Background: an optimization exercise with open tools, aiming at small area and a short achievable clock period. Do not read the settings as production practice.
In this exercise RTL edits were held to simulation tests only and were not proved equivalent to the original.
Power figures rest on the tool's default switching activity, not on a simulated workload.

==> design.v <==
package snoop_fifo_pkg;
    localparam int unsigned MAX_AW = 16;
endpackage
module sf_aoi222 (input logic a0, b0, a1, b1, a2, b2, output logic y);
    assign y = ~((a0 & b0) | (a1 & b1) | (a2 & b2));
endmodule
module sf_nand4 (input logic a, b, c, d, output logic y);
    assign y = ~(a & b & c & d);
endmodule
module sf_nor2 (input logic a, b, output logic y);
    assign y = ~(a | b);
endmodule
module sf_and3 (input logic a, b, c, output logic y);
    assign y = a & b & c;
endmodule
module sf_fa (input logic a, b, c, output logic s, co);
    assign s  = a ^ b ^ c;
    assign co = (a & b) | (a & c) | (b & c);
endmodule
module sf_ha (input logic a, b, output logic s, co);
    assign s  = a ^ b;
    assign co = a & b;
endmodule
module sf_or4 (input logic a, b, c, d, output logic y);
    assign y = a | b | c | d;
endmodule
module sf_and2 (input logic a, b, output logic y);
    assign y = a & b;
endmodule
module sf_xnor2 (input logic a, b, output logic y);
    assign y = ~(a ^ b);
endmodule
module snoop_fifo_match (
    input  logic [15:0] m,
    output logic [4:0]  cnt,
    output logic        any,
    output logic [3:0]  idx
);
    logic pc_1;
    logic pc_2;
    logic pc_3;
    logic pc_4;
    logic pc_5;
    logic pc_6;
    logic pc_7;
    logic pc_8;
    logic pc_9;
    logic pc_10;
    logic pc_11;
    logic pc_12;
    logic pc_13;
    logic pc_14;
    logic pc_15;
    logic pc_16;
    logic pc_17;
    logic pc_18;
    logic pc_19;
    logic pc_20;
    logic pc_21;
    logic pc_22;
    logic pc_23;
    logic pc_24;
    logic pc_25;
    logic pc_26;
    logic pc_27;
    logic pc_28;
    logic pc_29;
    logic pc_30;
    sf_fa u_pc_1 (.a(m[0]), .b(m[1]), .c(m[2]), .s(pc_1), .co(pc_2));
    sf_fa u_pc_3 (.a(m[3]), .b(m[4]), .c(m[5]), .s(pc_3), .co(pc_4));
    sf_fa u_pc_5 (.a(m[6]), .b(m[7]), .c(m[8]), .s(pc_5), .co(pc_6));
    sf_fa u_pc_7 (.a(m[9]), .b(m[10]), .c(m[11]), .s(pc_7), .co(pc_8));
    sf_fa u_pc_9 (.a(m[12]), .b(m[13]), .c(m[14]), .s(pc_9), .co(pc_10));
    sf_fa u_pc_11 (.a(m[15]), .b(pc_1), .c(pc_3), .s(pc_11), .co(pc_12));
    sf_fa u_pc_13 (.a(pc_5), .b(pc_7), .c(pc_9), .s(pc_13), .co(pc_14));
    sf_ha u_pc_15 (.a(pc_11), .b(pc_13), .s(pc_15), .co(pc_16));
    sf_fa u_pc_17 (.a(pc_2), .b(pc_4), .c(pc_6), .s(pc_17), .co(pc_18));
    sf_fa u_pc_19 (.a(pc_8), .b(pc_10), .c(pc_12), .s(pc_19), .co(pc_20));
    sf_fa u_pc_21 (.a(pc_14), .b(pc_17), .c(pc_16), .s(pc_21), .co(pc_22));
    sf_ha u_pc_23 (.a(pc_19), .b(pc_21), .s(pc_23), .co(pc_24));
    sf_fa u_pc_25 (.a(pc_18), .b(pc_20), .c(pc_22), .s(pc_25), .co(pc_26));
    sf_ha u_pc_27 (.a(pc_24), .b(pc_25), .s(pc_27), .co(pc_28));
    sf_ha u_pc_29 (.a(pc_26), .b(pc_28), .s(pc_29), .co(pc_30));
    assign cnt = {pc_30, pc_29, pc_27, pc_23, pc_15};
    logic [15:0] any0;
    assign any0 = 16'(m);
    logic [7:0] any1;
    logic [7:0][0:0] idx1;
    logic [3:0] any2;
    logic [3:0][1:0] idx2;
    logic [1:0] any3;
    logic [1:0][2:0] idx3;
    logic [0:0] any4;
    logic [0:0][3:0] idx4;
    always_comb begin
        for (int i = 0; i < 8; i++) begin
            any1[i] = any0[2*i+1] | any0[2*i];
            idx1[i] = any0[2*i+1];
        end
        for (int i = 0; i < 4; i++) begin
            any2[i] = any1[2*i+1] | any1[2*i];
            idx2[i] = any1[2*i+1] ? {1'b1, idx1[2*i+1]} : {1'b0, idx1[2*i]};
        end
        for (int i = 0; i < 2; i++) begin
            any3[i] = any2[2*i+1] | any2[2*i];
            idx3[i] = any2[2*i+1] ? {1'b1, idx2[2*i+1]} : {1'b0, idx2[2*i]};
        end
        for (int i = 0; i < 1; i++) begin
            any4[i] = any3[2*i+1] | any3[2*i];
            idx4[i] = any3[2*i+1] ? {1'b1, idx3[2*i+1]} : {1'b0, idx3[2*i]};
        end
    end
    assign any = any4[0];
    assign idx = idx4[0];
endmodule
module snoop_fifo_param #(
    parameter int unsigned WIDTH   = 64,
    parameter int unsigned DEPTH   = 48,
    parameter int unsigned KEY_W   = 16,
    parameter int unsigned KEY_LSB = 0,
    parameter int unsigned AW      = $clog2(DEPTH)
) (
    input  logic             clk,
    input  logic             rst,
    input  logic [WIDTH-1:0] wdata,
    input  logic             wvalid,
    output logic             wready,
    output logic [WIDTH-1:0] rdata,
    output logic             rvalid,
    input  logic             rready,
    input  logic [KEY_W-1:0] sdata,
    input  logic             svalid,
    output logic             sresp_valid,
    output logic             smatch,
    output logic [AW-1:0]    sage,
    output logic [AW:0]      shits,
    output logic [AW:0]      count
);
    localparam int unsigned NG = DEPTH / 3;     
    localparam int unsigned NK = KEY_W / 4;     
    localparam int unsigned GS = 16;            
    localparam int unsigned NGR = DEPTH / GS;   
    localparam int unsigned CW = 5;             
    localparam int unsigned IW = 4;             
    logic [DEPTH-2:0][WIDTH-1:0] mem;      
    logic                        push;
    logic                        pop;
    logic [DEPTH-1:0]            sel;
    logic [DEPTH-1:0][WIDTH-1:0] src;
    logic [WIDTH-1:0]            rd_d;
    logic [WIDTH-1:0]            rd_q;
    logic [DEPTH-1:0][KEY_W-1:0] key;
    logic [DEPTH-1:0]            occ;
    logic [DEPTH-1:0]            eq;
    logic [NGR-1:0][CW-1:0]      grp_cnt, cnt_q;
    logic [NGR-1:0][IW-1:0]      grp_idx;
    logic [NGR-1:0]              grp_any;
    logic [NGR-1:0][AW-1:0]      grp_age;
    logic [AW-1:0]               age_d;
    logic [AW:0]                 count_d;
    assign push = wvalid & wready;
    assign pop  = rvalid & rready;
    always_comb begin
        case ({push, pop})
            2'b10:   count_d = count + (AW+1)'(1);
            2'b01:   count_d = count - (AW+1)'(1);
            default: count_d = count;
        endcase
    end
    always_ff @(posedge clk or posedge rst) begin
        if (rst) begin
            count  <= '0;
            wready <= 1'b1;
            rvalid <= 1'b0;
        end else begin
            count  <= count_d;
            wready <= (count_d != (AW+1)'(DEPTH));
            rvalid <= (count_d != '0);
        end
    end
    for (genvar i = 0; i < DEPTH - 1; i++) begin : g_mem
        logic shift;
        sf_and2 u_en (.a(wvalid), .b(wready), .y(shift));
        always_ff @(posedge clk) begin
            if (shift)
                mem[i] <= (i == 0) ? wdata : mem[i-1];
        end
    end
    always_comb begin
        sel[0] = (count < (AW+1)'(2));
        for (int unsigned i = 1; i < DEPTH; i++)
            sel[i] = (count == (AW+1)'(i + 1));
        for (int unsigned i = 0; i < DEPTH; i++)
            occ[i] = (count > (AW+1)'(i));
    end
    assign src[0] = wdata;
    for (genvar i = 1; i < DEPTH; i++) begin : g_src
        assign src[i] = mem[i-1];
    end
    for (genvar b = 0; b < WIDTH; b++) begin : g_rd
        logic [NG-1:0]   t;
        logic [NG/4-1:0] u;
        for (genvar j = 0; j < NG; j++) begin : g_t
            sf_aoi222 u_t (
                .a0(src[3*j][b]),   .b0(sel[3*j]),
                .a1(src[3*j+1][b]), .b1(sel[3*j+1]),
                .a2(src[3*j+2][b]), .b2(sel[3*j+2]),
                .y (t[j])
            );
        end
        for (genvar j = 0; j < NG/4; j++) begin : g_u
            sf_nand4 u_u (.a(t[4*j]), .b(t[4*j+1]), .c(t[4*j+2]), .d(t[4*j+3]), .y(u[j]));
        end
        sf_or4 u_o (.a(u[0]), .b(u[1]), .c(u[2]), .d(u[3]), .y(rd_d[b]));
    end
    always_ff @(posedge clk) begin
        if (pop || !rvalid)
            rd_q <= rd_d;
    end
    assign rdata = rd_q;
    always_comb begin
        for (int unsigned i = 0; i < DEPTH - 1; i++)
            key[i] = mem[i][KEY_LSB +: KEY_W];
        key[DEPTH-1] = rd_q[KEY_LSB +: KEY_W];
    end
    for (genvar i = 0; i < DEPTH; i++) begin : g_eq
        logic [KEY_W-1:0] x;
        logic [NK-1:0]    n;
        logic             p, q;
        for (genvar b = 0; b < KEY_W; b++) begin : g_x
            sf_xnor2 u_x (.a(key[i][b]), .b(sdata[b]), .y(x[b]));
        end
        for (genvar j = 0; j < NK; j++) begin : g_n
            sf_nand4 u_n (.a(x[4*j]), .b(x[4*j+1]), .c(x[4*j+2]), .d(x[4*j+3]), .y(n[j]));
        end
        sf_nor2 u_p (.a(n[0]), .b(n[1]), .y(p));
        sf_nor2 u_q (.a(n[2]), .b(n[3]), .y(q));
        sf_and3 u_m (.a(p), .b(q), .c(occ[i]), .y(eq[i]));
    end
    for (genvar g = 0; g < NGR; g++) begin : g_red
        snoop_fifo_match u_red (
            .m  (eq[g*GS +: GS]),
            .cnt(grp_cnt[g]),
            .any(grp_any[g]),
            .idx(grp_idx[g])
        );
        assign grp_age[g] = AW'(count - (AW+1)'(1 + g*GS) - (AW+1)'(grp_idx[g]));
    end
    always_comb begin
        age_d = '0;
        for (int g = 0; g < NGR; g++)
            if (grp_any[g])
                age_d = grp_age[g];
    end
    always_ff @(posedge clk or posedge rst) begin
        if (rst) begin
            sresp_valid <= 1'b0;
            smatch      <= 1'b0;
            sage        <= '0;
            cnt_q       <= '0;
        end else begin
            sresp_valid <= svalid;
            smatch      <= svalid & (|grp_any);
            sage        <= svalid ? age_d : '0;
            for (int g = 0; g < NGR; g++)
                cnt_q[g] <= svalid ? grp_cnt[g] : '0;
        end
    end
    assign shits = (AW+1)'(cnt_q[0]) + (AW+1)'(cnt_q[1]) + (AW+1)'(cnt_q[2]);
endmodule
==> flow/run.sh <==
#!/bin/bash
# The standard layout (standard.sh: the ORFS flow and synthesis, unchanged steps),
# with two make settings that only change how hard the tools work:
#  - SETUP_SLACK_MARGIN: repair_timing keeps improving the worst paths until their slack under
#    the design's own constraints is at least this much (the SDC and clock period are
#    unchanged); TNS_END_PERCENT in config.mk keeps it to the worst few endpoints;
#  - BUFFER_PORTS_ARGS: the port buffers are buf_2 cells rather than the default delay cells.
# make's full output goes to standard.log; ORFS keeps each step's own log under orfs/logs/.
set -euo pipefail
cd "$(dirname "$0")/.."
bash standard.sh SETUP_SLACK_MARGIN=110 "BUFFER_PORTS_ARGS=-buffer_cell sky130_fd_sc_hd__buf_2" finish > standard.log 2>&1
==> standard.sh <==
#!/bin/bash
# synth_recipe.tcl (not shown) runs the flow's synth.tcl, then flattens the netlist and writes it again
# the make line also repeats each setting of config.mk as NAME=value (left out here)
make -C /OpenROAD-flow-scripts/flow DESIGN_CONFIG=/design/flow/config.mk WORK_HOME=/design/flow/orfs CLKGATE_MAP_FILE= SYNTH_SCRIPT=/design/flow/synth_recipe.tcl "${@:-finish}"
==> config.mk <==
export PLATFORM = sky130hd
export DESIGN_NAME = snoop_fifo_param
export DESIGN_NICKNAME = snoop_fifo_param
export VERILOG_FILES = /design/flow/design.v
export SDC_FILE = /design/flow/constraint.sdc
export NUM_CORES = 4
export LEC_CHECK = 0
export CAP_MARGIN = 20
export CORE_MARGIN = 2
export CORE_UTILIZATION = 68
export CTS_CLUSTER_DIAMETER = 100
export CTS_CLUSTER_SIZE = 24
export SLEW_MARGIN = 20
export SYNTH_HIERARCHICAL = 1
export TNS_END_PERCENT = 2
==> constraint.sdc <==
create_clock -name core_clock -period 140.0 [get_ports {clk}]
set_input_delay 28.0000 -clock core_clock [delete_from_list [all_inputs] [get_ports {clk}]]
set_output_delay 28.0000 -clock core_clock [all_outputs]
set_load 0.01 [all_outputs]
==> results of run 1 <==
worst max-delay path: cells and delay by family:
family	cells	cell delay [ns]
adders and majority gates	7	2.45
and+or+nand+nor	4	0.77
xor gates and xnor gates	1	0.14
buffers and inverters	4	0.58
flip-flops by register name, indices dropped and copies added, names as in the netlist:
signal       flops
smatch           1
rvalid           1
rd_q            64
mem           3008
cnt_q           15
sage             6
count            7
wready           1
sresp_valid      1
where the power goes:
group / total (mW) / internal (mW) / switching, mW
clock: 0.472 / 0.201 / 0.272
combinational: 0.391 / 0.116 / 0.274
sequential: 1.21 / 1.14 / 0.0645
Yosys stat by module, one instance, submodules excluded:
module | copies in the design | cells
sf_and2 | 47 | 1
sf_and3 | 48 | 1
sf_aoi222 | 1024 | 1
sf_fa | 33 | 1
sf_ha | 12 | 1
sf_nand4 | 448 | 1
sf_nor2 | 96 | 1
sf_or4 | 64 | 1
sf_xnor2 | 768 | 1
snoop_fifo_match | 3 | 30
snoop_fifo_param | 1 | 3528
placed cells by master (no fill, tap or decap), types with 17 or more instances in the layout:
master / instances
sky130_fd_sc_hd__nor2_2: 28
sky130_fd_sc_hd__inv_1: 53
sky130_fd_sc_hd__diode_2: 31
sky130_fd_sc_hd__and2_2: 37
sky130_fd_sc_hd__ha_1: 36
sky130_fd_sc_hd__dfrtp_1: 31
sky130_fd_sc_hd__a222oi_1: 1024
sky130_fd_sc_hd__buf_16: 36
sky130_fd_sc_hd__a21oi_1: 48
sky130_fd_sc_hd__buf_4: 168
sky130_fd_sc_hd__nor2_4: 28
sky130_fd_sc_hd__or4_1: 65
sky130_fd_sc_hd__xnor2_1: 749
sky130_fd_sc_hd__edfxtp_1: 3072
sky130_fd_sc_hd__and3_4: 29
sky130_fd_sc_hd__clkbuf_16: 156
sky130_fd_sc_hd__and3_1: 17
sky130_fd_sc_hd__xnor2_2: 25
sky130_fd_sc_hd__buf_12: 19
sky130_fd_sc_hd__nor2_1: 106
sky130_fd_sc_hd__buf_2: 156
sky130_fd_sc_hd__nand4_1: 454
sky130_fd_sc_hd__fa_1: 37
sky130_fd_sc_hd__o21ai_0: 18
sky130_fd_sc_hd__nand2_1: 42
worst min-delay path by stage:
stage,startpoint,endpoint,slack (ns),cells past startpoint
after floorplan,mem[936],mem[1000],0.43,0
after global placement,mem[1192],mem[1256],0.43,0
after detailed placement,mem[339],mem[403],0.43,0
after CTS,mem[1075],mem[1139],0.44,0
after global routing,mem[311],mem[375],0.46,0
final,mem[2136],mem[2200],0.44,0
logic make-up after synthesis:
family	count (synthesis)
fa+ha+maj	90
mux	9
flops	3104
simple gates	925
xor+xnor	778
compound gates	1142
buf+inv	110
stage by stage:
stage,hold slack [ns],instances
final,0.440,9028
after global routing,0.459,9021
after CTS,0.437,8983
after detailed placement,0.431,8725
after global placement,0.428,8725
after floorplan,0.426,6158
what timing repair did:
action | 4_1_cts | 5_1_grt
cloned | 23 | 1
endpoints found under the hold margin | 0 | 0
resized for setup | 213 | 19
endpoints found under the setup margin | 29 | 30
pin swaps | 50 | 21
hold buffers | 0 | 0
setup buffers | 59 | 13
per-layer routing:
metal  vias up  track usage  wire length [µm]
met4         4       0.0798              6970
met5         -       0.0242               386
met3       369        0.108             53500
met2      6066        0.489            136000
met1     35400        0.551            122000
li1      28100            -                 -
area by class of cell:
| cell class | instances | area [µm²] |
|---|---|---|
| Sequential cell | 3104 | 93100 |
| Fill cell | 10100 | 43700 |
| Multi-Input combinational cell | 2944 | 25700 |
| Clock buffer | 164 | 3910 |
| Timing Repair Buffer | 393 | 3690 |
| Tap cell | 2325 | 2910 |
| Inverter | 55 | 206 |
| Clock inverter | 12 | 163 |
| Antenna cell | 31 | 77.6 |
==> metrics.log, run 1 <==
[metrics] worst reg-to-reg setup slack: 133.87 ns
[metrics] Critical Path Start: sdata[10]
[metrics] cell with the biggest individual delay on the critical path: sky130_fd_sc_hd__fa_1
[metrics] fraction of the mapped netlist area in compound gates: 0.0929
[metrics] antenna violations before repair: 30
[metrics] cell mode on critical path: sky130_fd_sc_hd__fa_1
[metrics] Layout area overhead: 9.59%
[metrics] most repeated cell in the gate-level netlist after synthesis: sky130_fd_sc_hd__edfxtp_1
[metrics] leakage power: 42.3 nW
[metrics] cell area after synthesis: 118,000 µm²
[metrics] max-capacitance violation count: 0
[metrics] slew at the pin closest to its max-slew limit: 1.30 ns
[metrics] DRC violations left: 0
[metrics] IO Pins: 173
[metrics] design area: 130,000 µm²
[metrics] register bit count reported by yosys: 3,104
[metrics] via-per-instance ratio: 7.75
[metrics] Final Total Pwr: 2.07 mW
[metrics] end point of the critical path: cnt_q[13]
[metrics] multiplexer share of the synthesized area: 0.000772
[metrics] initial drt markers: 17.4k
[metrics] share of synthesized area occupied by flip-flops and latches: 0.786
[metrics] post-synth top area share: 0.779
[metrics] number of global-route vias before repair: 65.5k
[metrics] total via count after detailed routing: 69.9k
[metrics] final hold violation count: 0
[metrics] Finished Core Util: 0.748
[metrics] xor-xnor portion of the synthesized cell area: 0.0576
[metrics] share of the clock period used by the worst path after layout: 0.223
[metrics] type of element capturing the critical path: flop
[metrics] cells along the critical path: buf_16 > buf_12 > buf_16 > buf_4 > xnor2_2 > nand4_1 > nor2_2 > and3_4 > fa_1 > fa_1 > ha_2 > fa_2 > fa_1 > ha_2 > ha_4 > and2_1
[metrics] basic-gate share of the synthesized area counting and, or, nand and nor cells: 0.0458
[metrics] Detailed Route WL: 318,000 µm
[metrics] Clock H-tree levels: 4
[metrics] hold crit path type: flop to flop
[metrics] critical path required time: 140.71 ns
[metrics] # port buffers: 172
[metrics] Syn Nets: 6,333
[metrics] worst-case vdd ir drop: 0.0000188 V
[metrics] area after detailed placement: 123,000 µm²
[metrics] die width: 421 µm
[metrics] wire length of the first global-routing pass: 457,000 µm
[metrics] cells on worst reg2reg path: 21
[metrics] TritonCTS buffer count: 148
[metrics] number of distinct library cell variants in the gate-level netlist after synthesis: 62
[metrics] pin count of the biggest net entering global routing: 66
[metrics] Max-Slew Margin vs Limit: 0.130
[metrics] main combinational cell family by area after synthesis: compound AO/OA/AOI/OAI gates
[metrics] kind of critical path: input port to flop
[metrics] crit path max fanout: 5
[metrics] final number of max-transition violations: 0
[metrics] Min Clock Period, post-route: 31.23 ns
[metrics] count of flip-flops with a built-in enable after synthesis: 3,072
[metrics] # nets final: 6,821
[metrics] DR pass1 iterations: 17
[metrics] clock latency of the later-clocked register in the worst-skew pair: 0.83 ns
[metrics] worst r2r dst: sage[5]
[metrics] number of antenna-violating nets in the routed design: 0
[metrics] Total Die Area: 177,000 µm²
[metrics] core region area: 173,000 µm²
[metrics] main area contributors after synthesis: sky130_fd_sc_hd__edfxtp_1, sky130_fd_sc_hd__a222oi_1, sky130_fd_sc_hd__xnor2_1, sky130_fd_sc_hd__nand4_1, sky130_fd_sc_hd__fa_1
[metrics] RSZ-0062 raised after global routing: yes
[metrics] outcome: no timing/DRC/antenna violations
[metrics] Post-Synth Adder-Cell Area: 0.0122
[metrics] Critical R2R Launch: count[1]
[metrics] initial standard-cell utilization of the core: 0.682
[metrics] Die Ht: 421 µm
[metrics] Primary FF master, synth: sky130_fd_sc_hd__edfxtp_1
[metrics] remaining global-route overflow: 0
[metrics] proportion of layout cells with a drive suffix above 1: 0.119
[metrics] final-report setup violation count: 0
[metrics] most instantiated cells after synthesis: sky130_fd_sc_hd__edfxtp_1, sky130_fd_sc_hd__a222oi_1, sky130_fd_sc_hd__xnor2_1
[metrics] hpwl dp: 201,000 µm
[metrics] Rows: 153
[metrics] largest clock skew in the final design: 0.0333 ns
[metrics] Total Neg Setup Slack: 0 ns
[metrics] global-route usage over all layers: 0.352
[metrics] worst slack after detailed placement: 106.95 ns
[metrics] Sinks on Clock Net: 3,104
[metrics] Yosys warning count: 8
[metrics] arrival time worst endpoint: 31.94 ns
[metrics] Critical Path Source Type: input port
[metrics] average routed wire per standard cell: 35.2 µm
[metrics] Max Fclk: 32.0 MHz
[metrics] average size of a mapped cell: 19.2 µm²
[metrics] Cells after Synth: 6,158
[metrics] Max stage delay on crit path: 0.54 ns
[metrics] TritonCTS clock tree: done
[metrics] global placement routability congestion: 1.04
[metrics] areal power density over the cells: 16.0 nW/µm²
[metrics] clock tree root driver cell: sky130_fd_sc_hd__clkbuf_16
[metrics] fraction of synthesis flops using an asynchronous set or reset pin: 0.0103
[metrics] Worst Slack Setup Final: 108.77 ns
[metrics] buffer depth of the longest clock path: 3
[metrics] clock transition time at the flip-flop clock pins of the worst setup and hold paths: 0.09 ns
[metrics] library cell occupying the most area in the post-synthesis netlist: sky130_fd_sc_hd__edfxtp_1
==> inputs of run 2 (changes only) <==
--- a/design.v
+++ b/design.v
@@ -158,3 +158,3 @@
     logic [NGR-1:0][AW-1:0]      grp_age;
-    logic [AW-1:0]               age_d;
+    logic [AW-1:0]               age_d, age_q;
     logic [AW:0]                 count_d;
@@ -258,4 +258,2 @@
             smatch      <= 1'b0;
-            sage        <= '0;
-            cnt_q       <= '0;
         end else begin
@@ -263,8 +261,11 @@
             smatch      <= svalid & (|grp_any);
-            sage        <= svalid ? age_d : '0;
-            for (int g = 0; g < NGR; g++)
-                cnt_q[g] <= svalid ? grp_cnt[g] : '0;
-        end
-    end
-    assign shits = (AW+1)'(cnt_q[0]) + (AW+1)'(cnt_q[1]) + (AW+1)'(cnt_q[2]);
-endmodule
+        end
+    end
+    always_ff @(posedge clk) begin
+        age_q <= age_d;
+        cnt_q <= grp_cnt;
+    end
+    assign sage  = sresp_valid ? age_q : '0;
+    assign shits = sresp_valid ? (AW+1)'((AW+1)'(cnt_q[0]) + (AW+1)'(cnt_q[1]) + (AW+1)'(cnt_q[2]))
+                               : '0;
+endmodule
--- a/config.mk
+++ b/config.mk
@@ -9,3 +9,3 @@
 export CORE_MARGIN = 2
-export CORE_UTILIZATION = 68
+export CORE_UTILIZATION = 60
 export CTS_CLUSTER_DIAMETER = 100
@@ -14,2 +14,2 @@
 export SYNTH_HIERARCHICAL = 1
-export TNS_END_PERCENT = 2
+export TNS_END_PERCENT = 5
==> metrics.log, run 2 <==
[metrics] number of placed instances with taps included: 9,001
[metrics] clock transition time at the flip-flop clock pins of the worst setup and hold paths: 0.09 ns
[metrics] share of the clock period used by the worst path after layout: 0.221
[metrics] worst reg-to-reg setup slack: 134.23 ns
[metrics] kind of critical path: input port to flop
[metrics] Critical R2R Launch: count[4]
[metrics] post-synth top area share: 0.782
[metrics] cell with the biggest individual delay on the critical path: sky130_fd_sc_hd__fa_1
[metrics] number of buffers and inverters on the critical path: 2
[metrics] final number of max-transition violations: 0
[metrics] hold crit path type: flop to flop
[metrics] cells along the critical path: buf_8 > bufbuf_16 > xnor2_1 > nand4_1 > nor2_4 > and3_4 > fa_1 > fa_1 > ha_2 > fa_2 > fa_1 > ha_1 > ha_1
[metrics] Clock H-tree levels: 4
[metrics] Max Fclk: 32.3 MHz
[metrics] Primary FF master, synth: sky130_fd_sc_hd__edfxtp_1
[metrics] final cell count without fillers: 9,234
[metrics] main area contributors after synthesis: sky130_fd_sc_hd__edfxtp_1, sky130_fd_sc_hd__a222oi_1, sky130_fd_sc_hd__xnor2_1, sky130_fd_sc_hd__nand4_1, sky130_fd_sc_hd__fa_1
[metrics] Layout area overhead: 9.33%
[metrics] pin count of the biggest net entering global routing: 66
[metrics] leakage power: 41.7 nW
[metrics] Sinks on Clock Net: 3,104
[metrics] max-capacitance violation count: 0
[metrics] crit path max fanout: 6
[metrics] top cell family by delay on the critical path: adder cells
[metrics] total via count after detailed routing: 69.2k
[metrics] Critical Path Source Type: input port
[metrics] IO Pins: 173
[metrics] fraction of synthesis flops using an asynchronous set or reset pin: 0.00354
[metrics] register bit count reported by yosys: 3,104
[metrics] Total Neg Setup Slack: 0 ns
[metrics] worst r2r dst: age_q[5]
[metrics] Cells after Synth: 6,130
[metrics] commonest non-fill, non-tap cell in the layout: sky130_fd_sc_hd__edfxtp_1
[metrics] arrival time worst endpoint: 31.71 ns
[metrics] die width: 448 µm
[metrics] cts hold-fix bufs: 0
[metrics] cell area after synthesis: 118,000 µm²
[metrics] worst hold start: mem[2329]
[metrics] TritonCTS buffer count: 148
[metrics] RSZ-0062 raised after global routing: yes
[metrics] Finished Core Util: 0.661
[metrics] buffer depth of the longest clock path: 3
[metrics] Max stage delay on crit path: 0.49 ns
[metrics] Max-Slew Margin vs Limit: 0.198
[metrics] final-report setup violation count: 0
[metrics] core region area: 195,000 µm²
[metrics] number of global-route vias before repair: 63.7k
[metrics] slew at the pin closest to its max-slew limit: 1.19 ns
[metrics] critical path required time: 140.71 ns
[metrics] Critical Path Start: sdata[9]
[metrics] initial drt markers: 16.5k
[metrics] remaining global-route overflow: 0
[metrics] most used cells in the layout excluding fill and tap cells: sky130_fd_sc_hd__edfxtp_1, sky130_fd_sc_hd__a222oi_1, sky130_fd_sc_hd__xnor2_1
[metrics] Rows: 162
[metrics] Detailed Route WL: 328,000 µm
[metrics] Final Total Pwr: 2.03 mW
[metrics] DRC violations left: 0
[metrics] Die Ht: 448 µm
[metrics] global placement routability congestion: 0.981
[metrics] outcome: no timing/DRC/antenna violations
[metrics] number of distinct library cell variants in the gate-level netlist after synthesis: 54
[metrics] cell depth of the worst min-delay path: 0
[metrics] Yosys warning count: 8
[metrics] wire length of the first global-routing pass: 458,000 µm
[metrics] type of element capturing the critical path: flop
[metrics] proportion of layout cells with a drive suffix above 1: 0.105
[metrics] Min Clock Period, post-route: 31.00 ns
[metrics] most repeated cell in the gate-level netlist after synthesis: sky130_fd_sc_hd__edfxtp_1
[metrics] registers with the most flip-flops: mem: 3008 flops, rd_q: 64 flops, cnt_q: 15 flops
[metrics] largest clock skew in the final design: 0.0330 ns
[metrics] number of antenna-violating nets in the routed design: 0
[metrics] average routed wire per standard cell: 35.5 µm
[metrics] most instantiated cells after synthesis: sky130_fd_sc_hd__edfxtp_1, sky130_fd_sc_hd__a222oi_1, sky130_fd_sc_hd__xnor2_1
[metrics] hold worst-path end: mem[2393]
[metrics] clock latency of the later-clocked register in the worst-skew pair: 0.83 ns
[metrics] library cell occupying the most area in the post-synthesis netlist: sky130_fd_sc_hd__edfxtp_1
[metrics] areal power density over the cells: 15.7 nW/µm²
[metrics] Syn Nets: 6,305
[metrics] Largest register FFs: 3,008
[metrics] initial standard-cell utilization of the core: 0.605
[metrics] via-per-instance ratio: 7.49
[metrics] hpwl dp: 203,000 µm
[metrics] number of cells on the critical path: 13
[metrics] DR pass1 iterations: 15
[metrics] antenna violations before repair: 27
[metrics] Total Die Area: 200,000 µm²
[metrics] worst-case vdd ir drop: 0.0000139 V
[metrics] # port buffers: 172
[metrics] global-route usage over all layers: 0.315
[metrics] clock tree root driver cell: sky130_fd_sc_hd__clkbuf_16
[metrics] average size of a mapped cell: 19.3 µm²
[metrics] cell mode on critical path: sky130_fd_sc_hd__fa_1
[metrics] share of synthesized area occupied by flip-flops and latches: 0.787
[metrics] # nets final: 6,749
[metrics] cells on worst reg2reg path: 20
[metrics] final hold violation count: 0
[metrics] TritonCTS clock tree: done
[metrics] count of flip-flops with a built-in enable after synthesis: 3,072
[metrics] Most flops, register: mem
run 2: changes by cell type in the layout (fill, tap and decap cells not counted), moves of 8 or more:
| cell | previous run | this run |
|---|---|---|
| sky130_fd_sc_hd__mux2i_1 | 8 | 0 |
| sky130_fd_sc_hd__nor2_2 | 28 | 13 |
| sky130_fd_sc_hd__xnor2_1 | 749 | 772 |
| sky130_fd_sc_hd__dfrtp_1 | 31 | 10 |
| sky130_fd_sc_hd__xnor2_2 | 25 | 3 |
| sky130_fd_sc_hd__dfxtp_1 | 0 | 17 |
| sky130_fd_sc_hd__buf_4 | 168 | 118 |
| sky130_fd_sc_hd__and2_2 | 37 | 28 |
| sky130_fd_sc_hd__buf_12 | 19 | 5 |
| sky130_fd_sc_hd__diode_2 | 31 | 7 |
| sky130_fd_sc_hd__and3_2 | 16 | 6 |
| sky130_fd_sc_hd__nor2_4 | 28 | 39 |
| sky130_fd_sc_hd__buf_6 | 4 | 12 |
run 2: layout make-up:
type / count / area [µm²]
timing repair buffer: 343 / 3250
antenna: 7 / 17.5
inverter: 48 / 180
clock inverter: 13 / 193
tap: 2624 / 3280
fill: 13100 / 66100
multi-input combinational: 2929 / 25300
clock buffer: 166 / 3870
sequential: 3104 / 93000
run 2: through the flow:
| step | hold WS [ns] | setup WS [ns] | instance area [µm²] |
|---|---|---|---|
| global route | 0.450 | 108.95 | 129000 |
| floorplan | 0.426 | 108.91 | 118000 |
| global placement | 0.427 | 107.63 | 123000 |
| finish | 0.441 | 109.00 | 129000 |
| CTS | 0.435 | 109.04 | 129000 |
| detailed placement | 0.431 | 107.48 | 123000 |
run 2: routing by layer:
layer	vias to the layer above	routed length, µm	part of all wire	track usage
met5	-	149	0.00045	0
met4	6	5550	0.017	0.0576
met3	307	48700	0.15	0.0816
met2	5188	136000	0.42	0.435
met1	35700	137000	0.42	0.511
li1	27900	-	-	-
run 2: worst max-delay path by stage:
| stage | end | slack, ns |
|---|---|---|
| finish | cnt_q[3] | 109.00 |
| global route | age_q[3] | 108.95 |
| CTS | shits[5] | 109.04 |
| detailed placement | age_q[5] | 107.48 |
| global placement | age_q[5] | 107.63 |
| floorplan | cnt_q[13] | 108.91 |
run 2: where the power goes:
| group | switching (mW) | total (mW) | internal (mW) |
|---|---|---|---|
| logic | 0.254 | 0.358 | 0.104 |
| clock network | 0.276 | 0.477 | 0.201 |
| registers | 0.0612 | 1.20 | 1.13 |
run 2: per-module statistics from Yosys (local to each module, per instance):
module | times used | area (µm²)
sf_ha | 12 | 12.5
snoop_fifo_match | 3 | 191
sf_xnor2 | 768 | 8.76
sf_and2 | 47 | 6.26
sf_and3 | 48 | 6.26
snoop_fifo_param | 1 | 95400
sf_nor2 | 96 | 3.75
sf_or4 | 64 | 7.51
sf_aoi222 | 1024 | 10.0
sf_fa | 33 | 20.0
sf_nand4 | 448 | 6.26
run 2: timing repair:
action / CTS / global route
gates resized for setup: 133 / 48
endpoints found under the setup margin: 29 / 27
cloned: 24 / 13
buffers inserted: 5 / 5
pin swaps: 4 / 18
run 2: cells by family after synthesis:
| family | synth area share |
|---|---|
| buffers and inverters | 0.00417 |
| xor gates and xnor gates | 0.0578 |
| adders and majority gates | 0.0122 |
| and+or+nand+nor | 0.0455 |
| DFF | 0.787 |
| AOI/OAI and AO/OA | 0.0926 |
| muxes | 0.000382 |
==> inputs of run 3 (changes only) <==
--- a/config.mk
+++ b/config.mk
@@ -9,3 +9,3 @@
 export CORE_MARGIN = 2
-export CORE_UTILIZATION = 60
+export CORE_UTILIZATION = 68
 export CTS_CLUSTER_DIAMETER = 100
@@ -14,2 +14,2 @@
 export SYNTH_HIERARCHICAL = 1
-export TNS_END_PERCENT = 5
+export TNS_END_PERCENT = 2
==> metrics.log, run 3 <==
[metrics] outcome: no timing/DRC/antenna violations
[metrics] most used cells in the layout excluding fill and tap cells: sky130_fd_sc_hd__edfxtp_1, sky130_fd_sc_hd__a222oi_1, sky130_fd_sc_hd__xnor2_1
[metrics] RSZ-0062 raised after global routing: yes
[metrics] max-capacitance violation count: 0
[metrics] Max-Slew Margin vs Limit: 0.139
[metrics] leakage power: 41.7 nW
[metrics] Critical R2R Launch: count[4]
[metrics] global-route usage over all layers: 0.348
[metrics] # port buffers: 172
[metrics] total met2 wirelength after detailed routing: 133,000 µm
[metrics] Max Used Layer: met5
[metrics] slew at the pin closest to its max-slew limit: 1.29 ns
[metrics] die width: 421 µm
[metrics] proportion of layout cells with a drive suffix above 1: 0.108
[metrics] DR pass1 iterations: 17
[metrics] Total Neg Setup Slack: 0 ns
[metrics] clock tree root driver cell: sky130_fd_sc_hd__clkbuf_16
[metrics] TritonCTS clock tree: done
[metrics] Rows: 152
[metrics] main area contributors after synthesis: sky130_fd_sc_hd__edfxtp_1, sky130_fd_sc_hd__a222oi_1, sky130_fd_sc_hd__xnor2_1, sky130_fd_sc_hd__nand4_1, sky130_fd_sc_hd__fa_1
[metrics] share of the clock period used by the worst path after layout: 0.222
[metrics] Yosys warning count: 8
[metrics] clock transition time at the flip-flop clock pins of the worst setup and hold paths: 0.11 ns
[metrics] Syn Nets: 6,305
[metrics] cells along the critical path: buf_8 > buf_12 > xnor2_1 > nand4_1 > nor2_1 > and3_1 > or4_4 > nor4b_4 > o31ai_1 > o311ai_1 > inv_1 > ha_1 > ha_1 > fa_2 > a21o_1 > a21oi_2 > xnor2_1 > nand2_1 > o211ai_1
[metrics] cell depth of the worst min-delay path: 0
[metrics] final number of max-transition violations: 0
[metrics] Layout area overhead: 9.00%
[metrics] Die Ht: 421 µm
[metrics] Cells after Synth: 6,130
[metrics] IO Pins: 173
[metrics] most repeated cell in the gate-level netlist after synthesis: sky130_fd_sc_hd__edfxtp_1
[metrics] register bit count reported by yosys: 3,104
[metrics] final hold violation count: 0
[metrics] commonest non-fill, non-tap cell in the layout: sky130_fd_sc_hd__edfxtp_1
[metrics] metal3 WL: 52,700 µm
[metrics] average size of a mapped cell: 19.3 µm²
[metrics] number of distinct library cell variants in the gate-level netlist after synthesis: 54
[metrics] library cell occupying the most area in the post-synthesis netlist: sky130_fd_sc_hd__edfxtp_1
[metrics] Clock H-tree levels: 4
[metrics] # nets final: 6,763
[metrics] Primary FF master, synth: sky130_fd_sc_hd__edfxtp_1
[metrics] Max Fclk: 32.2 MHz
[metrics] largest clock skew in the final design: 0.0376 ns
[metrics] clock latency of the later-clocked register in the worst-skew pair: 0.85 ns
[metrics] Worst Slack Setup Final: 108.98 ns
[metrics] type of element capturing the critical path: flop
[metrics] Sinks on Clock Net: 3,104
[metrics] average routed wire per standard cell: 35.0 µm
[metrics] crit path max fanout: 12
[metrics] worst-case vdd ir drop: 0.0000146 V
[metrics] critical path required time: 140.77 ns
[metrics] kind of critical path: input port to flop
[metrics] post-synth top area share: 0.782
[metrics] DRT met1 WL: 120,000 µm
[metrics] most instantiated cells after synthesis: sky130_fd_sc_hd__edfxtp_1, sky130_fd_sc_hd__a222oi_1, sky130_fd_sc_hd__xnor2_1
[metrics] arrival time worst endpoint: 31.79 ns
[metrics] final-report setup violation count: 0
[metrics] number of global-route vias before repair: 64.1k
[metrics] DRC violations left: 0
[metrics] via-per-instance ratio: 7.75
[metrics] hold crit path type: flop to flop
[metrics] Total Die Area: 177,000 µm²
[metrics] areal power density over the cells: 15.6 nW/µm²
[metrics] Detailed Route WL: 313,000 µm
[metrics] worst hold start: mem[2144]
[metrics] buffer depth of the longest clock path: 3
[metrics] number of antenna-violating nets in the routed design: 0
[metrics] Critical Path Source Type: input port
[metrics] Largest register FFs: 3,008
[metrics] wire length of the first global-routing pass: 447,000 µm
[metrics] hpwl dp: 197,000 µm
[metrics] initial standard-cell utilization of the core: 0.686
[metrics] core region area: 172,000 µm²
[metrics] fraction of synthesis flops using an asynchronous set or reset pin: 0.00354
[metrics] Most flops, register: mem
[metrics] registers with the most flip-flops: mem: 3008 flops, rd_q: 64 flops, cnt_q: 15 flops
[metrics] initial drt markers: 17.8k
[metrics] Min Clock Period, post-route: 31.02 ns
[metrics] antenna violations before repair: 40
[metrics] pin count of the biggest net entering global routing: 67
[metrics] worst slack after detailed placement: 107.28 ns
[metrics] cell with the biggest individual delay on the critical path: sky130_fd_sc_hd__or4_4
[metrics] cell area after synthesis: 118,000 µm²
[metrics] remaining global-route overflow: 0
[metrics] Critical Path Start: sdata[15]
[metrics] global placement routability congestion: 0.996
[metrics] count of flip-flops with a built-in enable after synthesis: 3,072
[metrics] Max stage delay on crit path: 0.56 ns
[metrics] cells on worst reg2reg path: 15
[metrics] share of synthesized area occupied by flip-flops and latches: 0.787
[metrics] total via count after detailed routing: 69.3k
[metrics] TritonCTS buffer count: 147
[run 3: cell counts after synthesis]
No cell type changed its count.
[run 3: metrics by stage]
| stage | instances | instance area, µm² | power, mW | util | hold slack, ns |
|---|---|---|---|---|---|
| floorplan | 6130 | 118000 | 1.36 | - | 0.426 |
| global placement | 8687 | 123000 | 1.53 | 0.714 | 0.428 |
| detailed placement | 8687 | 123000 | 1.54 | 0.714 | 0.432 |
| CTS | 8905 | 128000 | 2.00 | 0.746 | 0.417 |
| global route | 8927 | 129000 | 2.07 | 0.747 | 0.448 |
| finish | 8933 | 129000 | 2.01 | 0.748 | 0.425 |
[run 3: modules after synthesis, one instance, submodules excluded, a selection]
module     area [µm²]  times used
sf_nand4         6.26         448
sf_ha            12.5          12
sf_and2          6.26          47
sf_xnor2         8.76         768
sf_aoi222        10.0        1024
sf_and3          6.26          48
sf_fa            20.0          33
sf_or4           7.51          64
[run 3: timing repair]
| action | in CTS | in global routing |
|---|---|---|
| gates cloned | 32 | 1 |
| setup buffers | 8 | 21 |
| endpoints found under the setup margin | 29 | 26 |
| hold buffers | 0 | 0 |
| pin swaps | 10 | 10 |
| gates resized for setup | 146 | 32 |
| hold endpoints to repair | 0 | 0 |
[run 3: area by class of cell]
class                      count  area [µm²]
timing repair buffer         358        3420
fill                        9935       43400
clock buffer                 164        3760
antenna                        6        15.0
tap                         2310        2890
sequential                  3104       93000
inverter                      48         180
clock inverter                14         163
multi-input combinational   2929       25300
[run 3: cell families (layout without fill, tap and decap cells)]
family / Yosys count / in the layout / share of synthesized area
and+or+nand+nor: 921 / 921 / 0.0455
buffers and inverters: 97 / 584 / 0.00417
xor gates and xnor gates: 779 / 779 / 0.0578
other: 0 / 6 / 0
adders and majority gates: 90 / 90 / 0.0122
muxes: 4 / 4 / 0.000382
AOI/OAI and AO/OA: 1135 / 1135 / 0.0926
DFF: 3104 / 3104 / 0.787
[run 3: worst max-delay path: cells and delay by family]
kind            cells  cell delay [ns]
compound gates      5             0.74
fa+ha+maj           3             0.89
simple gates        6             1.31
buf+inv             3             0.57
xor+xnor            2             0.22
[run 3: path summary, 6_finish.rpt]
| path | end | slack, ns |
|---|---|---|
| max | age_q[5] | 108.98 |
| min | mem[2208] | 0.42 |
| max reg2reg | cnt_q[13] | 134.07 |
| min reg2reg | mem[2208] | 0.42 |
| max in group asynchronous | wready | 112.50 |
| min in group asynchronous | count[2] | 27.14 |
[run 3: metal layers]
metal,vias to the layer above,track usage
met5,-,0.00306
met3,395,0.113
met1,35000,0.545
met4,18,0.0719
li1,28000,-
met2,5855,0.485
[run 3: where the power goes]
part / internal [mW] / total [mW] / switching, mW
sequential: 1.13 / 1.20 / 0.0619
combinational: 0.105 / 0.352 / 0.247
clock: 0.193 / 0.464 / 0.270
total: 1.43 / 2.01 / 0.580
==> inputs of run 4 (changes only) <==
--- a/config.mk
+++ b/config.mk
@@ -9,7 +9,7 @@
 export CORE_MARGIN = 2
-export CORE_UTILIZATION = 68
+export CORE_UTILIZATION = 60
 export CTS_CLUSTER_DIAMETER = 100
-export CTS_CLUSTER_SIZE = 24
+export CTS_CLUSTER_SIZE = 26
 export SLEW_MARGIN = 20
 export SYNTH_HIERARCHICAL = 1
-export TNS_END_PERCENT = 2
+export TNS_END_PERCENT = 5
==> metrics.log, run 4 <==
[metrics] global placement routability congestion: 0.981
[metrics] TritonCTS clock tree: done
[metrics] final number of max-transition violations: 0
[metrics] registers with the most flip-flops: mem: 3008 flops, rd_q: 64 flops, cnt_q: 15 flops
[metrics] count of flip-flops with a built-in enable after synthesis: 3,072
[metrics] buffer depth of the longest clock path: 3
[metrics] Total Die Area: 200,000 µm²
[metrics] post-synth top area share: 0.782
[metrics] number of global-route vias before repair: 63.5k
[metrics] via-per-instance ratio: 7.50
[metrics] average size of a mapped cell: 19.3 µm²
[metrics] TritonCTS buffer count: 138
[metrics] max-capacitance violation count: 0
[metrics] crit path max fanout: 6
[metrics] Detailed Route WL: 329,000 µm
[metrics] pin count of the biggest net entering global routing: 66
[metrics] hpwl dp: 203,000 µm
[metrics] Critical R2R Launch: count[4]
[metrics] Cells after Synth: 6,130
[metrics] RSZ-0062 raised after global routing: yes
[metrics] antenna violations before repair: 27
[metrics] IO Pins: 173
[metrics] number of distinct library cell variants in the gate-level netlist after synthesis: 54
[metrics] remaining global-route overflow: 0
[metrics] slew at the pin closest to its max-slew limit: 1.16 ns
[metrics] total met2 wirelength after detailed routing: 137,000 µm
[metrics] DRT met1 WL: 136,000 µm
[metrics] clock transition time at the flip-flop clock pins of the worst setup and hold paths: 0.11 ns
[metrics] cts hold-fix bufs: 0
[metrics] clock tree root driver cell: sky130_fd_sc_hd__clkbuf_16
[metrics] share of synthesized area occupied by flip-flops and latches: 0.787
[metrics] DR pass1 iterations: 17
[metrics] hold crit path type: flop to flop
[metrics] Most flops, register: mem
[metrics] commonest non-fill, non-tap cell in the layout: sky130_fd_sc_hd__edfxtp_1
[metrics] leakage power: 41.7 nW
[metrics] Total Neg Setup Slack: 0 ns
[metrics] main area contributors after synthesis: sky130_fd_sc_hd__edfxtp_1, sky130_fd_sc_hd__a222oi_1, sky130_fd_sc_hd__xnor2_1, sky130_fd_sc_hd__nand4_1, sky130_fd_sc_hd__fa_1
[metrics] Primary FF master, synth: sky130_fd_sc_hd__edfxtp_1
[metrics] Syn Nets: 6,305
[metrics] Die Ht: 448 µm
[metrics] most repeated cell in the gate-level netlist after synthesis: sky130_fd_sc_hd__edfxtp_1
[metrics] DRC violations left: 0
[metrics] proportion of layout cells with a drive suffix above 1: 0.107
[metrics] wire length of the first global-routing pass: 457,000 µm
[metrics] cell area after synthesis: 118,000 µm²
[metrics] Sinks on Clock Net: 3,104
[metrics] areal power density over the cells: 15.6 nW/µm²
[metrics] Max Used Layer: met5
[metrics] Max-Slew Margin vs Limit: 0.225
[metrics] outcome: no timing/DRC/antenna violations
[metrics] kind of critical path: input port to flop
[metrics] most instantiated cells after synthesis: sky130_fd_sc_hd__edfxtp_1, sky130_fd_sc_hd__a222oi_1, sky130_fd_sc_hd__xnor2_1
[metrics] final-report setup violation count: 0
[metrics] core region area: 195,000 µm²
[metrics] final hold violation count: 0
[metrics] Final Total Pwr: 2.02 mW
[metrics] Critical Path Source Type: input port
[metrics] WHS: 0.447 ns
[metrics] cells on worst reg2reg path: 20
[metrics] share of the clock period used by the worst path after layout: 0.221
[metrics] combined area of the multi-input logic cells: 25,200 µm²
[metrics] Layout area overhead: 9.40%
[metrics] Min Clock Period, post-route: 30.99 ns
[metrics] number of antenna-violating nets in the routed design: 0
[metrics] fill cell instance count of the final layout: 13.1k
[metrics] Rows: 162
[metrics] library cell occupying the most area in the post-synthesis netlist: sky130_fd_sc_hd__edfxtp_1
[metrics] initial standard-cell utilization of the core: 0.605
[metrics] average routed wire per standard cell: 35.6 µm
[metrics] worst-case vdd ir drop: 0.0000132 V
[metrics] register bit count reported by yosys: 3,104
[metrics] fraction of synthesis flops using an asynchronous set or reset pin: 0.00354
[metrics] largest clock skew in the final design: 0.0256 ns
[metrics] most used cells in the layout excluding fill and tap cells: sky130_fd_sc_hd__edfxtp_1, sky130_fd_sc_hd__a222oi_1, sky130_fd_sc_hd__xnor2_1
[metrics] worst r2r dst: age_q[5]
[metrics] metal3 WL: 50,600 µm
[metrics] worst reg-to-reg setup slack: 134.20 ns
[metrics] # nets final: 6,766
[metrics] global-route usage over all layers: 0.315
[metrics] Critical Path Start: sdata[9]
[metrics] die width: 448 µm
[metrics] Finished Core Util: 0.662
[metrics] # port buffers: 172
[metrics] type of element capturing the critical path: flop
[metrics] initial drt markers: 16.9k
[metrics] critical path required time: 140.75 ns
[metrics] arrival time worst endpoint: 31.74 ns
[metrics] flip-flop and latch area: 93,000 µm²
[metrics] Largest register FFs: 3,008
[metrics] Clock H-tree levels: 4
[metrics] end point of the critical path: age_q[5]
[metrics] Max Fclk: 32.3 MHz
[metrics] Yosys warning count: 8
[metrics] total via count after detailed routing: 69.3k
[metrics] clock latency of the later-clocked register in the worst-skew pair: 0.83 ns
-- run 4: timing repair --
action                                 CTS  global route
gates cloned                            24            19
endpoints found under the hold margin    0             0
setup buffers                            2            29
setup endpoints to repair               29            29
gates resized for setup                122            52
pin swaps                                3             5
-- run 4: logic make-up (layout without fill, tap and decap cells) --
kind of cell	count (synthesis)	count (layout)	synth area share
AOI/OAI and AO/OA	1135	1135	0.0926
xor gates and xnor gates	779	779	0.0578
adders and majority gates	90	90	0.0122
buffers and inverters	97	583	0.00417
DFF	3104	3104	0.787
muxes	4	4	0.000382
other	0	7	0
and+or+nand+nor	921	921	0.0455
-- run 4: cell type report --
cell class,count,area share
antenna,7,0.000136
clock buffer,151,0.0279
clock inverter,14,0.00133
inverter,48,0.00140
multi-input combinational,2929,0.195
sequential,3104,0.720
tap,2624,0.0254
timing repair buffer,370,0.0286
-- run 4: where the power goes --
part	total (mW)	internal, mW	leakage, nW	switching [mW]
Sequential	1.20	1.13	30.4	0.0611
Combinational	0.360	0.105	9.49	0.254
Clock	0.461	0.188	1.84	0.273
Total	2.02	1.43	41.7	0.589
-- run 4: worst min-delay path by stage --
stage                     slack (ns)        end       from  cells past startpoint
after CTS                       0.44  mem[1376]  mem[1312]                      0
after detailed placement        0.43  mem[2939]  mem[2875]                      0
final                           0.45  mem[1376]  mem[1312]                      0
after global routing            0.46  mem[1809]  mem[1745]                      0
after floorplan                 0.43  mem[1000]   mem[936]                      0
after global placement          0.43  mem[1240]  mem[1176]                      0
-- run 4: critical path: stages --
cell and delay (ns):
sky130_fd_sc_hd__buf_6 0.20, sky130_fd_sc_hd__buf_12 0.20, sky130_fd_sc_hd__xnor2_1 0.09, sky130_fd_sc_hd__nand4_1 0.10, sky130_fd_sc_hd__nor2_1 0.09, sky130_fd_sc_hd__and3_4 0.18
sky130_fd_sc_hd__or4_4 0.57, sky130_fd_sc_hd__nor4b_4 0.29, sky130_fd_sc_hd__o31ai_1 0.13, sky130_fd_sc_hd__o311ai_2 0.13, sky130_fd_sc_hd__inv_2 0.12, sky130_fd_sc_hd__ha_1 0.30
sky130_fd_sc_hd__ha_2 0.20, sky130_fd_sc_hd__fa_2 0.35, sky130_fd_sc_hd__a21o_1 0.20, sky130_fd_sc_hd__a21oi_2 0.19, sky130_fd_sc_hd__xnor2_1 0.15, sky130_fd_sc_hd__nand2_1 0.09
sky130_fd_sc_hd__o211ai_1 0.12
-- run 4: metal layers --
layer,vias to the layer above,global-route usage
li1,28000,-
met1,35800,0.511
met2,5183,0.436
met3,296,0.0799
met4,6,0.0553
met5,-,0
-- run 4: through the flow --
stage / area (µm²) / worst slack, ns / cells
after floorplan: 118000 / 108.91 / 6130
after global placement: 123000 / 107.63 / 9001
after CTS: 128000 / 109.04 / 9192
after global routing: 129000 / 108.98 / 9242
final: 129000 / 109.01 / 9247
after detailed placement: 123000 / 107.48 / 9001
-- run 4: per-module statistics from Yosys (local to each module, per instance), excerpt --
module | cells inside | flip-flops and latches | area (µm²) | times used
sf_aoi222 | 1 | 0 | 10.0 | 1024
sf_nand4 | 1 | 0 | 6.26 | 448
sf_xnor2 | 1 | 0 | 8.76 | 768
snoop_fifo_match | 30 | 0 | 191 | 3
sf_nor2 | 1 | 0 | 3.75 | 96
sf_or4 | 1 | 0 | 7.51 | 64
==> inputs of run 5 (changes only) <==
--- a/design.v
+++ b/design.v
@@ -29,4 +29,7 @@
 endmodule
-module sf_xnor2 (input logic a, b, output logic y);
-    assign y = ~(a ^ b);
+module sf_xor2 (input logic a, b, output logic y);
+    assign y = a ^ b;
+endmodule
+module sf_inv (input logic a, output logic y);
+    assign y = ~a;
 endmodule
@@ -140,2 +143,3 @@
     localparam int unsigned NK = KEY_W / 4;     
+    localparam int unsigned KB = 8;             
     localparam int unsigned GS = 16;            
@@ -152,2 +156,3 @@
     logic [DEPTH-1:0][KEY_W-1:0] key;
+    logic [DEPTH/KB-1:0][KEY_W-1:0] sdata_n;
     logic [DEPTH-1:0]            occ;
@@ -225,2 +230,7 @@
     end
+    for (genvar j = 0; j < DEPTH / KB; j++) begin : g_key
+        for (genvar b = 0; b < KEY_W; b++) begin : g_b
+            sf_inv u_n (.a(sdata[b]), .y(sdata_n[j][b]));
+        end
+    end
     for (genvar i = 0; i < DEPTH; i++) begin : g_eq
@@ -230,3 +240,3 @@
         for (genvar b = 0; b < KEY_W; b++) begin : g_x
-            sf_xnor2 u_x (.a(key[i][b]), .b(sdata[b]), .y(x[b]));
+            sf_xor2 u_x (.a(key[i][b]), .b(sdata_n[i/KB][b]), .y(x[b]));
         end
--- a/config.mk
+++ b/config.mk
@@ -9,7 +9,7 @@
 export CORE_MARGIN = 2
-export CORE_UTILIZATION = 60
+export CORE_UTILIZATION = 68
 export CTS_CLUSTER_DIAMETER = 100
-export CTS_CLUSTER_SIZE = 26
+export CTS_CLUSTER_SIZE = 24
 export SLEW_MARGIN = 20
 export SYNTH_HIERARCHICAL = 1
-export TNS_END_PERCENT = 5
+export TNS_END_PERCENT = 2
==> metrics.log, run 5 <==
[metrics] IO Pins: 173
[metrics] Yosys warning count: 8
[metrics] wire length of the first global-routing pass: 449,000 µm
[metrics] proportion of layout cells with a drive suffix above 1: 0.121
[metrics] fill cell instance count of the final layout: 10.1k
[metrics] cells on worst reg2reg path: 14
[metrics] kind of critical path: input port to flop
[metrics] TritonCTS buffer count: 149
[metrics] arrival time worst endpoint: 31.81 ns
[metrics] Max stage delay on crit path: 0.49 ns
[metrics] # port buffers: 172
[metrics] registers with the most flip-flops: mem: 3008 flops, rd_q: 64 flops, cnt_q: 15 flops
[metrics] pin count of the biggest net entering global routing: 66
[metrics] Detailed Route WL: 312,000 µm
[metrics] Syn Nets: 6,401
[metrics] buffer depth of the longest clock path: 3
[metrics] Cells after Synth: 6,226
[metrics] TritonCTS clock tree: done
[metrics] cell with the biggest individual delay on the critical path: sky130_fd_sc_hd__fa_1
[metrics] global-route usage over all layers: 0.344
[metrics] areal power density over the cells: 15.7 nW/µm²
[metrics] number of antenna-violating nets in the routed design: 0
[metrics] clock tree root driver cell: sky130_fd_sc_hd__clkbuf_16
[metrics] Sinks on Clock Net: 3,104
[metrics] number of global-route vias before repair: 65.2k
[metrics] type of element capturing the critical path: flop
[metrics] DR pass1 iterations: 19
[metrics] commonest non-fill, non-tap cell in the layout: sky130_fd_sc_hd__edfxtp_1
[metrics] number of buffers and inverters on the critical path: 3
[metrics] initial standard-cell utilization of the core: 0.683
[metrics] crit path max fanout: 8
[metrics] share of synthesized area occupied by flip-flops and latches: 0.785
[metrics] register bit count reported by yosys: 3,104
[metrics] leakage power: 43.2 nW
[metrics] Clock H-tree levels: 4
[metrics] Critical Path Source Type: input port
[metrics] final-report setup violation count: 0
[metrics] average routed wire per standard cell: 34.4 µm
[metrics] Max-Slew Margin vs Limit: 0.245
[metrics] total via count after detailed routing: 69.4k
[metrics] most used cells in the layout excluding fill and tap cells: sky130_fd_sc_hd__edfxtp_1, sky130_fd_sc_hd__a222oi_1, sky130_fd_sc_hd__xor2_1
[metrics] critical path required time: 140.74 ns
[metrics] final number of max-transition violations: 0
[metrics] cells along the critical path: buf_16 > buf_4 > clkinvlp_4 > xor2_1 > nand4_1 > nor2_1 > and3_4 > fa_1 > fa_1 > ha_2 > fa_2 > fa_1 > ha_1 > ha_1
[metrics] post-synth top area share: 0.779
[metrics] WHS: 0.447 ns
[metrics] fraction of synthesis flops using an asynchronous set or reset pin: 0.00354
[metrics] number of distinct library cell variants in the gate-level netlist after synthesis: 54
[metrics] antenna violations before repair: 21
[metrics] DRC violations left: 0
[metrics] Min Clock Period, post-route: 31.07 ns
[metrics] top cell family by delay on the critical path: adder cells
[metrics] Largest register FFs: 3,008
[metrics] most repeated cell in the gate-level netlist after synthesis: sky130_fd_sc_hd__edfxtp_1
[metrics] cell depth of the worst min-delay path: 0
[metrics] global placement routability congestion: 0.936
[metrics] largest clock skew in the final design: 0.0379 ns
[metrics] slew at the pin closest to its max-slew limit: 1.13 ns
[metrics] cell mode on critical path: sky130_fd_sc_hd__fa_1
[metrics] remaining global-route overflow: 0
[metrics] Max Fclk: 32.2 MHz
[metrics] max-capacitance violation count: 0
[metrics] number of cells on the critical path: 14
[metrics] die width: 421 µm
[metrics] average size of a mapped cell: 19.0 µm²
[metrics] RSZ-0062 raised after global routing: yes
[metrics] Rows: 153
[metrics] count of flip-flops with a built-in enable after synthesis: 3,072
[metrics] clock latency of the later-clocked register in the worst-skew pair: 0.86 ns
[metrics] Primary FF master, synth: sky130_fd_sc_hd__edfxtp_1
[metrics] share of the clock period used by the worst path after layout: 0.222
[metrics] main area contributors after synthesis: sky130_fd_sc_hd__edfxtp_1, sky130_fd_sc_hd__a222oi_1, sky130_fd_sc_hd__xor2_1, sky130_fd_sc_hd__nand4_1, sky130_fd_sc_hd__fa_1
[metrics] Layout area overhead: 8.82%
[metrics] cts hold-fix bufs: 0
[metrics] Most flops, register: mem
[metrics] most instantiated cells after synthesis: sky130_fd_sc_hd__edfxtp_1, sky130_fd_sc_hd__a222oi_1, sky130_fd_sc_hd__xor2_1
[metrics] worst-case vdd ir drop: 0.0000138 V
[metrics] Die Ht: 421 µm
[metrics] Total Die Area: 177,000 µm²
[metrics] Total Neg Setup Slack: 0 ns
[metrics] hold crit path type: flop to flop
[metrics] outcome: no timing/DRC/antenna violations
[metrics] core region area: 173,000 µm²
[metrics] via-per-instance ratio: 7.66
[metrics] library cell occupying the most area in the post-synthesis netlist: sky130_fd_sc_hd__edfxtp_1
[metrics] final hold violation count: 0
[metrics] # nets final: 6,868
[metrics] cell area after synthesis: 118,000 µm²
[metrics] initial drt markers: 17.8k
[metrics] clock transition time at the flip-flop clock pins of the worst setup and hold paths: 0.10 ns
[metrics] hpwl dp: 206,000 µm
[run 5: metrics by stage]
| stage | util | area (µm²) | power [mW] | setup slack [ns] | cells |
|---|---|---|---|---|---|
| final | 0.743 | 129000 | 2.02 | 108.93 | 9055 |
| after global routing | 0.743 | 129000 | 2.07 | 108.85 | 9053 |
| after CTS | 0.741 | 129000 | 2.01 | 109.02 | 9044 |
| after detailed placement | 0.712 | 124000 | 1.54 | 107.45 | 8777 |
| after global placement | 0.712 | 124000 | 1.53 | 107.53 | 8777 |
| after floorplan | - | 119000 | 1.36 | 108.73 | 6226 |
[run 5: worst reg2reg max path, delay by kind of cell, from the launching register on]
family	cells	cell delay [ns]
adder cells (fa/ha/maj)	8	2.70
AND/OR/NAND/NOR	3	1.77
buffers and inverters	2	0.62
flip-flops	1	0.40
AO/OA/AOI/OAI	1	0.30
[run 5: worst paths after layout]
path | to | slack, ns | from
min in group asynchronous | count[0] | 27.16 | rst
setup / recovery | cnt_q[13] | 108.93 | sdata[15]
setup reg to reg | cnt_q[13] | 134.11 | count[4]
hold / removal | mem[1659] | 0.45 | mem[1595]
hold reg to reg | mem[1659] | 0.45 | mem[1595]
max in group asynchronous | wready | 112.49 | rst
[run 5: metal layers]
| layer | vias up | wire, µm | global-route usage |
|---|---|---|---|
| met1 | 35000 | 118000 | 0.532 |
| met4 | 6 | 7980 | 0.0821 |
| met2 | 5861 | 135000 | 0.490 |
| met3 | 360 | 50100 | 0.0995 |
| li1 | 28200 | - | - |
| met5 | - | 34 | 0 |
[run 5: Yosys stat by module, one instance, submodules excluded]
module | copies in the design | flops+latches | cell area (µm²) | cells inside
snoop_fifo_match | 3 | 0 | 191 | 30
sf_fa | 33 | 0 | 20.0 | 1
sf_ha | 12 | 0 | 12.5 | 1
sf_xor2 | 768 | 0 | 8.76 | 1
sf_or4 | 64 | 0 | 7.51 | 1
sf_nor2 | 96 | 0 | 3.75 | 1
snoop_fifo_param | 1 | 3104 | 95400 | 3500
sf_aoi222 | 1024 | 0 | 10.0 | 1
sf_nand4 | 448 | 0 | 6.26 | 1
sf_inv | 96 | 0 | 3.75 | 1
sf_and3 | 48 | 0 | 6.26 | 1
sf_and2 | 47 | 0 | 6.26 | 1
[run 5: area by class of cell]
cell class / count / area, µm² / share of cell area
Sequential cell: 3104 / 93000 / 0.721
Multi-Input combinational cell: 2929 / 25300 / 0.196
Clock buffer: 170 / 3890 / 0.0302
Tap cell: 2325 / 2910 / 0.0226
Timing Repair Buffer: 365 / 2680 / 0.0208
Inverter: 144 / 901 / 0.00699
Clock inverter: 16 / 221 / 0.00172
Antenna cell: 2 / 5.00 / 0.0000388
[run 5: cell families (layout without fill, tap and decap cells)]
logic type | count (synthesis) | count (layout) | synth area share
mux | 4 | 4 | 0.000380
xor+xnor | 779 | 779 | 0.0576
buf+inv | 193 | 695 | 0.00720
compound gates | 1135 | 1135 | 0.0923
fa+ha+maj | 90 | 90 | 0.0122
flops | 3104 | 3104 | 0.785
simple gates | 921 | 921 | 0.0453
other cells | 0 | 2 | 0
[run 5: where the power goes]
group | switching (mW) | internal (mW) | leakage [nW]
sequential | 0.0628 | 1.13 | 30.4
combinational | 0.251 | 0.0963 | 10.8
clock | 0.272 | 0.202 | 2.01
[run 5: what timing repair did]
action,in CTS,in global routing
pin swaps,9,21
setup buffers,81,8
gates resized for setup,64,51
endpoints found under the setup margin,29,27
==> inputs of run 6 (changes only) <==
==> run.sh (new file) <==
#!/bin/bash
# synth_recipe.tcl (not shown) runs the flow's synth.tcl, then flattens the netlist and writes it again
# the make line also repeats each setting of config.mk as NAME=value (left out here)
make -C /OpenROAD-flow-scripts/flow DESIGN_CONFIG=/design/flow/config.mk WORK_HOME=/design/flow/orfs CLKGATE_MAP_FILE= SYNTH_SCRIPT=/design/flow/synth_recipe.tcl finish
--- a/config.mk
+++ b/config.mk
@@ -14,2 +14 @@
 export SYNTH_HIERARCHICAL = 1
-export TNS_END_PERCENT = 2
removed: flow/run.sh
removed: standard.sh
==> metrics.log, run 6 <==
[metrics] Max-Slew Margin vs Limit: 0.199
[metrics] hold crit path type: flop to flop
[metrics] clock transition time at the flip-flop clock pins of the worst setup and hold paths: 0.09 ns
[metrics] antenna violations before repair: 37
[metrics] max-capacitance violation count: 0
[metrics] final-report setup violation count: 0
[metrics] TritonCTS clock tree: done
[metrics] net switching power: 0.580 mW
[metrics] global placement routability congestion: 0.946
[metrics] Critical Path Source Type: input port
[metrics] register bit count reported by yosys: 3,104
[metrics] cell depth of the worst min-delay path: 0
[metrics] commonest non-fill, non-tap cell in the layout: sky130_fd_sc_hd__edfxtp_1
[metrics] count of cells resized by post-cts repair: 0
[metrics] clock tree root driver cell: sky130_fd_sc_hd__clkbuf_16
[metrics] Rows: 153
[metrics] final hold violation count: 0
[metrics] worst slack after detailed placement: 106.76 ns
[metrics] main area contributors after synthesis: sky130_fd_sc_hd__edfxtp_1, sky130_fd_sc_hd__a222oi_1, sky130_fd_sc_hd__xor2_1, sky130_fd_sc_hd__nand4_1, sky130_fd_sc_hd__fa_1
[metrics] Switching Share: 0.288
[metrics] RSZ-0062 raised after global routing: no
[metrics] most instantiated cells after synthesis: sky130_fd_sc_hd__edfxtp_1, sky130_fd_sc_hd__a222oi_1, sky130_fd_sc_hd__xor2_1
[metrics] registers with the most flip-flops: mem: 3008 flops, rd_q: 64 flops, cnt_q: 15 flops
[metrics] buffer depth of the longest clock path: 3
[metrics] share of the clock period used by the worst path after layout: 0.233
[metrics] core region area: 173,000 µm²
[metrics] Primary FF master, synth: sky130_fd_sc_hd__edfxtp_1
[metrics] total via count after detailed routing: 68.8k
[metrics] clock latency of the later-clocked register in the worst-skew pair: 0.84 ns
[metrics] IO Pins: 173
[metrics] number of global-route vias before repair: 64.0k
[metrics] die width: 421 µm
[metrics] remaining global-route overflow: 0
[metrics] # port buffers: 172
[metrics] layer with the highest usage after global routing: met1
[metrics] most used cells in the layout excluding fill and tap cells: sky130_fd_sc_hd__edfxtp_1, sky130_fd_sc_hd__a222oi_1, sky130_fd_sc_hd__xor2_1
[metrics] Die Ht: 421 µm
[metrics] critical path required time: 140.69 ns
[metrics] Most flops, register: mem
[metrics] met1 track demand over resource in global routing: 0.531
[metrics] Sinks on Clock Net: 3,104
[metrics] Total Neg Setup Slack: 0 ns
[metrics] wire length of the first global-routing pass: 436,000 µm
[metrics] worst-case vdd ir drop: 0.0000190 V
[metrics] WHS: 0.448 ns
[metrics] Total Die Area: 177,000 µm²
[metrics] global-route usage over all layers: 0.332
[metrics] outcome: no timing/DRC/antenna violations
[metrics] design internal power: 1.43 mW
==> run 6: cell counts after synthesis <==
No cell type changed its count.
==> run 6: modules after synthesis, one instance, submodules excluded <==
module            copies in the design  flip-flops and latches
sf_and2                             47                       0
sf_and3                             48                       0
sf_aoi222                         1024                       0
sf_fa                               33                       0
sf_ha                               12                       0
sf_inv                              96                       0
sf_nand4                           448                       0
sf_nor2                             96                       0
sf_or4                              64                       0
sf_xor2                            768                       0
snoop_fifo_match                     3                       0
snoop_fifo_param                     1                    3104
==> run 6: worst paths after layout <==
path / end / start
min reg2reg: mem[90] / mem[26]
min: mem[90] / mem[26]
max: age_q[3] / sdata[7]
max in group asynchronous: wready / rst
max reg2reg: age_q[5] / count[5]
min in group asynchronous: count[3] / rst
==> run 6: worst max-delay path: stages <==
cell and delay [ns]:
sky130_fd_sc_hd__clkdlybuf4s50_1 1.05, sky130_fd_sc_hd__inv_1 0.45, sky130_fd_sc_hd__xor2_1 0.28, sky130_fd_sc_hd__nand4_1 0.16
sky130_fd_sc_hd__nor2_1 0.09, sky130_fd_sc_hd__and3_1 0.22, sky130_fd_sc_hd__or4_4 0.57, sky130_fd_sc_hd__nor4b_4 0.37
sky130_fd_sc_hd__o31ai_1 0.15, sky130_fd_sc_hd__o311ai_0 0.17, sky130_fd_sc_hd__inv_1 0.16, sky130_fd_sc_hd__ha_1 0.32
sky130_fd_sc_hd__ha_1 0.18, sky130_fd_sc_hd__inv_1 0.06, sky130_fd_sc_hd__fa_1 0.38, sky130_fd_sc_hd__nor2b_1 0.18
sky130_fd_sc_hd__nor3_1 0.06, sky130_fd_sc_hd__a311oi_1 0.33, sky130_fd_sc_hd__a21oi_1 0.07
==> run 6: routing by layer <==
layer / up-vias / wire (µm)
met2: 5617 / 132000
li1: 28000 / -
met5: - / 53
met4: 8 / 5270
met1: 34900 / 119000
met3: 280 / 46300
==> run 6: cell type report <==
cell class	instances	area, µm²
Antenna cell	3	7.51
Clock buffer	166	3770
Clock inverter	16	253
Fill cell	10300	45500
Inverter	144	541
Multi-Input combinational cell	2929	25000
Sequential cell	3104	92900
Tap cell	2325	2910
Timing Repair Buffer	278	2530
==> run 6: power groups by stage <==
| stage | sequential, mW | clock, mW | combinational (mW) |
|---|---|---|---|
| 6_report | 1.20 | 0.468 | 0.350 |
| 5_1_grt | 1.20 | 0.501 | 0.364 |
| 4_1_cts | 1.19 | 0.474 | 0.337 |
| 3_5_place_dp | 1.22 | 0 | 0.336 |
| 3_3_place_gp | 1.21 | 0 | 0.331 |
| 2_1_floorplan | 1.19 | 0 | 0.165 |
==> run 6: kinds of logic after synthesis <==
group                      share of synthesized area
buffers and inverters                        0.00720
AOI/OAI and AO/OA                             0.0923
xor gates and xnor gates                      0.0576
DFF                                            0.785
adders and majority gates                     0.0122
and+or+nand+nor                               0.0453
muxes                                       0.000380
==> run 6: metrics by stage <==
step	cell area (µm²)	util	instances	total power, mW
global placement	124000	0.714	8779	1.54
finish	128000	0.738	8965	2.01
CTS	128000	0.738	8961	2.01
floorplan	118000	-	6226	1.36
detailed placement	124000	0.714	8779	1.55
global route	128000	0.738	8962	2.07

Check on run 6: ideal ports give 107.420 ns setup slack; a clkbuf_16 on the clock port and buf_2 on the inputs give 107.478 ns; moving port delays by the midpoint clock arrival (0.924 ns) as well gives 106.554 ns.
